Source: an optimization exercise on an open RTL-to-GDS flow (aim: small area). Production flows keep margins and buffers that such runs may drop.
Function was checked by simulation only, so behaviour that the tests miss may differ from the original.
No activity file was given, so power comes from the tool's default toggle rates.

==> flow/design.v <==
package store_issue_pkg;
  localparam int line_bytes = 128;
  localparam int bank_bytes = 4;
  localparam int bank_count = line_bytes / bank_bytes;
  localparam int lane_bytes = 16;
  localparam int line_addr_w = 30;
  localparam int offset_w = $clog2(line_bytes);
  localparam int bank_w = $clog2(bank_count);
  localparam int size_w = 3;
  localparam int max_size_code = 4;
  typedef logic [line_addr_w-1:0] line_addr_t;
  typedef logic [offset_w-1:0] offset_t;
  typedef logic [size_w-1:0] size_t;
  typedef logic [bank_w-1:0] bank_t;
  typedef logic [bank_bytes-1:0] ben_t;
  typedef logic [lane_bytes*8-1:0] data_t;
  typedef logic [line_bytes-1:0] byte_mask_t;
endpackage
`timescale 1ns/1ps
module store_overlap_check (
  input  store_issue_pkg::line_addr_t req0_line,
  input  store_issue_pkg::offset_t    req0_offset,
  input  store_issue_pkg::offset_t    req0_last,
  input  store_issue_pkg::line_addr_t req1_line,
  input  store_issue_pkg::offset_t    req1_offset,
  input  store_issue_pkg::offset_t    req1_last,
  output logic                        conflict
);
  logic [store_issue_pkg::offset_w:0] ge0;
  logic [store_issue_pkg::offset_w:0] ge1;
  assign ge0[0] = 1'b1;
  assign ge1[0] = 1'b1;
  for (genvar k = 0; k < store_issue_pkg::offset_w; k++) begin : cmp
    assign ge0[k+1] = (req1_last[k] ^ req0_offset[k]) ? req1_last[k] : ge0[k];
    assign ge1[k+1] = (req0_last[k] ^ req1_offset[k]) ? req0_last[k] : ge1[k];
  end
  assign conflict = (req0_line == req1_line) &&
                    ge0[store_issue_pkg::offset_w] && ge1[store_issue_pkg::offset_w];
endmodule
`timescale 1ns/1ps
module store_span (
  input  store_issue_pkg::offset_t offset,
  input  store_issue_pkg::size_t   size,
  output store_issue_pkg::offset_t last
);
  logic [3:0] mask;
  logic [7:0] carry;
  assign mask = {size >= 3'd4, size >= 3'd3, size >= 3'd2, size >= 3'd1};
  assign carry[0] = 1'b0;
  for (genvar k = 0; k < 7; k++) begin : add
    if (k < 4) begin : low
      assign last[k] = offset[k] ^ mask[k] ^ carry[k];
      assign carry[k+1] = (offset[k] & mask[k]) | (offset[k] & carry[k]) | (mask[k] & carry[k]);
    end else begin : high
      assign last[k] = offset[k] ^ carry[k];
      assign carry[k+1] = offset[k] & carry[k];
    end
  end
endmodule
module byte_enable_gen (
  input  logic [1:0]            first_byte,
  input  logic                  wide,
  input  logic                  pair,
  output store_issue_pkg::ben_t ben_begin,
  output store_issue_pkg::ben_t ben_end
);
  logic [1:0] mask;
  logic [1:0] last_byte;
  logic       one_bank;
  assign mask = {wide, wide | pair};
  assign last_byte = first_byte + mask;
  assign one_bank = !wide && ({1'b0, first_byte} + {1'b0, mask} < 3'd4);
  always_comb begin
    for (int j = 0; j < store_issue_pkg::bank_bytes; j++) begin
      ben_begin[j] = (j >= first_byte) && (!one_bank || (j <= last_byte));
      ben_end[j] = (j <= last_byte) && (!one_bank || (j >= first_byte));
    end
  end
endmodule
`timescale 1ns/1ps
module rotate_stage_n #(
  parameter int bytes = 1
) (
  input  logic                   sel,
  input  logic                   sel_n,
  input  store_issue_pkg::data_t d,
  output store_issue_pkg::data_t q_n
);
  assign q_n = ~(({d[127-8*bytes:0], d[127:128-8*bytes]} & {128{sel}}) |
                 (d & {128{sel_n}}));
endmodule
module rotate_stage_p #(
  parameter int bytes = 1
) (
  input  logic                   sel,
  input  logic                   sel_n,
  input  store_issue_pkg::data_t d_n,
  output store_issue_pkg::data_t q
);
  assign q = ~(({d_n[127-8*bytes:0], d_n[127:128-8*bytes]} | {128{sel_n}}) &
               (d_n | {128{sel}}));
endmodule
module store_data_align (
  input  logic [3:0]             shift,
  input  logic [3:0]             shift_n,
  input  store_issue_pkg::data_t data_in,
  output store_issue_pkg::data_t data_out
);
  store_issue_pkg::data_t rot1_n;
  store_issue_pkg::data_t rot2;
  store_issue_pkg::data_t rot3_n;
  rotate_stage_n #(.bytes(1)) stage1 (.sel(shift[0]), .sel_n(shift_n[0]), .d(data_in), .q_n(rot1_n));
  rotate_stage_p #(.bytes(2)) stage2 (.sel(shift[1]), .sel_n(shift_n[1]), .d_n(rot1_n), .q(rot2));
  rotate_stage_n #(.bytes(4)) stage3 (.sel(shift[2]), .sel_n(shift_n[2]), .d(rot2), .q_n(rot3_n));
  rotate_stage_p #(.bytes(8)) stage4 (.sel(shift[3]), .sel_n(shift_n[3]), .d_n(rot3_n), .q(data_out));
endmodule
`timescale 1ns/1ps
module store_lane #(
  parameter bit held = 1'b1
) (
  input  logic                        clk,
  input  logic                        keep,
  input  logic                        keep_n,
  input  store_issue_pkg::line_addr_t line_in,
  input  store_issue_pkg::offset_t    offset_in,
  input  store_issue_pkg::offset_t    last_in,
  input  store_issue_pkg::size_t      size_in,
  input  store_issue_pkg::data_t      data_in,
  output store_issue_pkg::line_addr_t line,
  output store_issue_pkg::bank_t      bank_begin,
  output store_issue_pkg::bank_t      bank_end,
  output store_issue_pkg::ben_t       ben_begin,
  output store_issue_pkg::ben_t       ben_end,
  output store_issue_pkg::data_t      data
);
  localparam int w = 30 + 7 + 5 + 2 + 128;
  store_issue_pkg::offset_t offset_q;
  logic                     wide_q;
  logic                     pair_q;
  logic                     wide_in;
  logic                     pair_in;
  store_issue_pkg::data_t   data_q;
  logic [w-1:0]             next;
  logic [w-1:0]             now;
  assign wide_in = size_in[2] | size_in[1];
  assign pair_in = size_in[0];
  assign now = {line, offset_q, bank_end, wide_q, pair_q, data_q};
  if (held) begin : hold
    assign next = ({line_in, offset_in, last_in[6:2], wide_in, pair_in, data_in} & {w{keep_n}}) |
                  (now & {w{keep}});
  end else begin : follow
    assign next = {line_in, offset_in, last_in[6:2], wide_in, pair_in, data_in};
  end
  always_ff @(posedge clk) begin
    {line, offset_q, bank_end, wide_q, pair_q, data_q} <= next;
  end
  assign bank_begin = offset_q[6:2];
  byte_enable_gen ben_gen (
    .first_byte (offset_q[1:0]),
    .wide       (wide_q),
    .pair       (pair_q),
    .ben_begin  (ben_begin),
    .ben_end    (ben_end)
  );
  logic [3:0] shift_n;
  assign shift_n = ~offset_q[3:0];
  store_data_align data_align (
    .shift    (offset_q[3:0]),
    .shift_n  (shift_n),
    .data_in  (data_q),
    .data_out (data)
  );
endmodule
`timescale 1ns/1ps
module store_issue_ctrl (
  input  logic clk,
  input  logic rst,
  input  logic bus_hold,
  input  logic miss_hold,
  input  logic miss_pause,
  input  logic insert_data,
  input  logic req0_en,
  input  logic req1_en,
  input  logic conflict,
  output logic keep1,
  output logic keep1_n,
  output logic st0_en,
  output logic st1_en,
  output logic busy
);
  logic hold;
  logic accept;
  logic take0;
  logic take1;
  logic split;
  logic pending;
  logic pending_next;
  assign hold = bus_hold | miss_hold | miss_pause | insert_data;
  assign accept = !pending && !hold;
  assign take0 = accept && req0_en;
  assign take1 = accept && req1_en;
  assign split = take0 && take1 && conflict;
  assign pending_next = split || (pending && hold);
  always_ff @(posedge clk) begin
    if (rst) begin
      st0_en <= 1'b0;
      st1_en <= 1'b0;
      pending <= 1'b0;
    end else begin
      st0_en <= take0;
      st1_en <= (take1 && !split) || (pending && !hold);
      pending <= pending_next;
    end
  end
  assign keep1 = pending;
  assign keep1_n = !pending;
  assign busy = pending;
endmodule
`timescale 1ns/1ps
module store_issue_top (
  input  logic                        clk,
  input  logic                        rst,
  input  logic                        bus_hold,
  input  logic                        miss_hold,
  input  logic                        miss_pause,
  input  logic                        insert_data,
  input  logic                        req0_en,
  input  store_issue_pkg::line_addr_t req0_line,
  input  store_issue_pkg::offset_t    req0_offset,
  input  store_issue_pkg::size_t      req0_size,
  input  store_issue_pkg::data_t      req0_data,
  input  logic                        req1_en,
  input  store_issue_pkg::line_addr_t req1_line,
  input  store_issue_pkg::offset_t    req1_offset,
  input  store_issue_pkg::size_t      req1_size,
  input  store_issue_pkg::data_t      req1_data,
  output logic                        busy,
  output logic                        st0_en,
  output store_issue_pkg::line_addr_t st0_line,
  output store_issue_pkg::bank_t      st0_bank_begin,
  output store_issue_pkg::bank_t      st0_bank_end,
  output store_issue_pkg::ben_t       st0_ben_begin,
  output store_issue_pkg::ben_t       st0_ben_end,
  output store_issue_pkg::data_t      st0_data,
  output logic                        st1_en,
  output store_issue_pkg::line_addr_t st1_line,
  output store_issue_pkg::bank_t      st1_bank_begin,
  output store_issue_pkg::bank_t      st1_bank_end,
  output store_issue_pkg::ben_t       st1_ben_begin,
  output store_issue_pkg::ben_t       st1_ben_end,
  output store_issue_pkg::data_t      st1_data
);
  logic conflict;
  logic keep1;
  logic keep1_n;
  store_issue_pkg::offset_t last0;
  store_issue_pkg::offset_t last1;
  store_span span0 (
    .offset (req0_offset),
    .size   (req0_size),
    .last   (last0)
  );
  store_span span1 (
    .offset (req1_offset),
    .size   (req1_size),
    .last   (last1)
  );
  store_overlap_check overlap (
    .req0_line   (req0_line),
    .req0_offset (req0_offset),
    .req0_last   (last0),
    .req1_line   (req1_line),
    .req1_offset (req1_offset),
    .req1_last   (last1),
    .conflict    (conflict)
  );
  store_issue_ctrl ctrl (
    .clk         (clk),
    .rst         (rst),
    .bus_hold    (bus_hold),
    .miss_hold   (miss_hold),
    .miss_pause  (miss_pause),
    .insert_data (insert_data),
    .req0_en     (req0_en),
    .req1_en     (req1_en),
    .conflict    (conflict),
    .keep1       (keep1),
    .keep1_n     (keep1_n),
    .st0_en      (st0_en),
    .st1_en      (st1_en),
    .busy        (busy)
  );
  store_lane #(.held(1'b0)) lane0 (
    .clk          (clk),
    .keep         (1'b0),
    .keep_n       (1'b1),
    .line_in      (req0_line),
    .offset_in    (req0_offset),
    .last_in      (last0),
    .size_in      (req0_size),
    .data_in      (req0_data),
    .line         (st0_line),
    .bank_begin   (st0_bank_begin),
    .bank_end     (st0_bank_end),
    .ben_begin    (st0_ben_begin),
    .ben_end      (st0_ben_end),
    .data         (st0_data)
  );
  store_lane #(.held(1'b1)) lane1 (
    .clk          (clk),
    .keep         (keep1),
    .keep_n       (keep1_n),
    .line_in      (req1_line),
    .offset_in    (req1_offset),
    .last_in      (last1),
    .size_in      (req1_size),
    .data_in      (req1_data),
    .line         (st1_line),
    .bank_begin   (st1_bank_begin),
    .bank_end     (st1_bank_end),
    .ben_begin    (st1_ben_begin),
    .ben_end      (st1_ben_end),
    .data         (st1_data)
  );
endmodule
clock: 8.0 ns
lec_check: 0
cap_margin: 20
core_margin: 2
core_utilization: 35
place_density: 0.75
slew_margin: 20
synth_hierarchical: 1
standard.sh (not shown) runs the stock make flow with config.mk's settings and CLKGATE_MAP_FILE= SYNTH_SCRIPT=/design/flow/synth_recipe.tcl, a recipe that flattens the netlist after the stock synthesis.
==> flow/flow/run.sh <==
#!/bin/bash
# Standard ORFS layout with two changes: port buffers use the smallest buffer
# cell, and clock tree synthesis adds no dummy loads.
set -euo pipefail
bash standard.sh \
  "BUFFER_PORTS_ARGS=-buffer_cell sky130_fd_sc_hd__buf_1" \
  "CTS_ARGS=-sink_clustering_enable -repair_clock_nets -dont_use_dummy_load -buf_list sky130_fd_sc_hd__clkbuf_4 -sink_clustering_size 8 -sink_clustering_max_diameter 70" \
  finish > flow_make.log 2>&1
==> next run, changes <==
--- a/flow/design.v
+++ b/flow/design.v
@@ -39,4 +39,23 @@
 endmodule
 `timescale 1ns/1ps
+module span_full_add (
+  input  logic a,
+  input  logic b,
+  input  logic carry_in,
+  output logic sum,
+  output logic carry_out
+);
+  assign sum = a ^ b ^ carry_in;
+  assign carry_out = (a & b) | (a & carry_in) | (b & carry_in);
+endmodule
+module span_half_add (
+  input  logic a,
+  input  logic b,
+  output logic sum,
+  output logic carry_out
+);
+  assign sum = a ^ b;
+  assign carry_out = a & b;
+endmodule
 module store_span (
   input  store_issue_pkg::offset_t offset,
@@ -45,16 +64,16 @@
 );
   logic [3:0] mask;
-  logic [7:0] carry;
-  assign mask = {size >= 3'd4, size >= 3'd3, size >= 3'd2, size >= 3'd1};
-  assign carry[0] = 1'b0;
-  for (genvar k = 0; k < 7; k++) begin : add
-    if (k < 4) begin : low
-      assign last[k] = offset[k] ^ mask[k] ^ carry[k];
-      assign carry[k+1] = (offset[k] & mask[k]) | (offset[k] & carry[k]) | (mask[k] & carry[k]);
-    end else begin : high
-      assign last[k] = offset[k] ^ carry[k];
-      assign carry[k+1] = offset[k] & carry[k];
-    end
+  logic [6:1] carry;
+  assign mask = {size[2], size[2] | (size[1] & size[0]), size[2] | size[1],
+                 size[2] | size[1] | size[0]};
+  span_half_add bit0 (.a(offset[0]), .b(mask[0]), .sum(last[0]), .carry_out(carry[1]));
+  for (genvar k = 1; k < 4; k++) begin : low
+    span_full_add bitk (.a(offset[k]), .b(mask[k]), .carry_in(carry[k]),
+                        .sum(last[k]), .carry_out(carry[k+1]));
+  end
+  for (genvar k = 4; k < 6; k++) begin : high
+    span_half_add bitk (.a(offset[k]), .b(carry[k]), .sum(last[k]), .carry_out(carry[k+1]));
   end
+  assign last[6] = offset[6] ^ carry[6];
 endmodule
 module byte_enable_gen (
=> The changed run completed with no timing, DRC or antenna violations. Via count decreases by 1.4%. Power stays flat. Die area is about the same. Final cell count decreases by 0.78%. Non-clock buffer count stays the same. Sequential share of layout area increases by 0.14 points.

static timing again, ports no longer ideal:
The flow's constraints put no driver on any port. The routed layouts listed below were extracted and timed again, unchanged, in two steps. Step 1 sets driving cells, clkbuf_16 on the clock port and buf_2 on the other inputs (assumed; they add their load-dependent delay and slew). Step 2 times the ports against the registers' clock, not the clock port: input delays grow and output delays shrink by t, the midpoint of the rising clock arrivals with the driver on. a / b / c = ideal / step 1 / step 2; a / b = the first two.
run | t (ns) | setup WS [ns] | worst hold slack (ns) | worst setup path at the end | worst register clock-pin slew, ns
the first run | 0.833 | 1.791 / 1.729 / 2.507 | 0.467 / 0.467 / 0.467 | input to register | 0.11 / 0.11
the second run | 0.855 | 1.899 / 1.838 / 2.334 | 0.476 / 0.476 / 0.476 | input to register | 0.12 / 0.12
After both steps setup and hold are still met in every run listed.
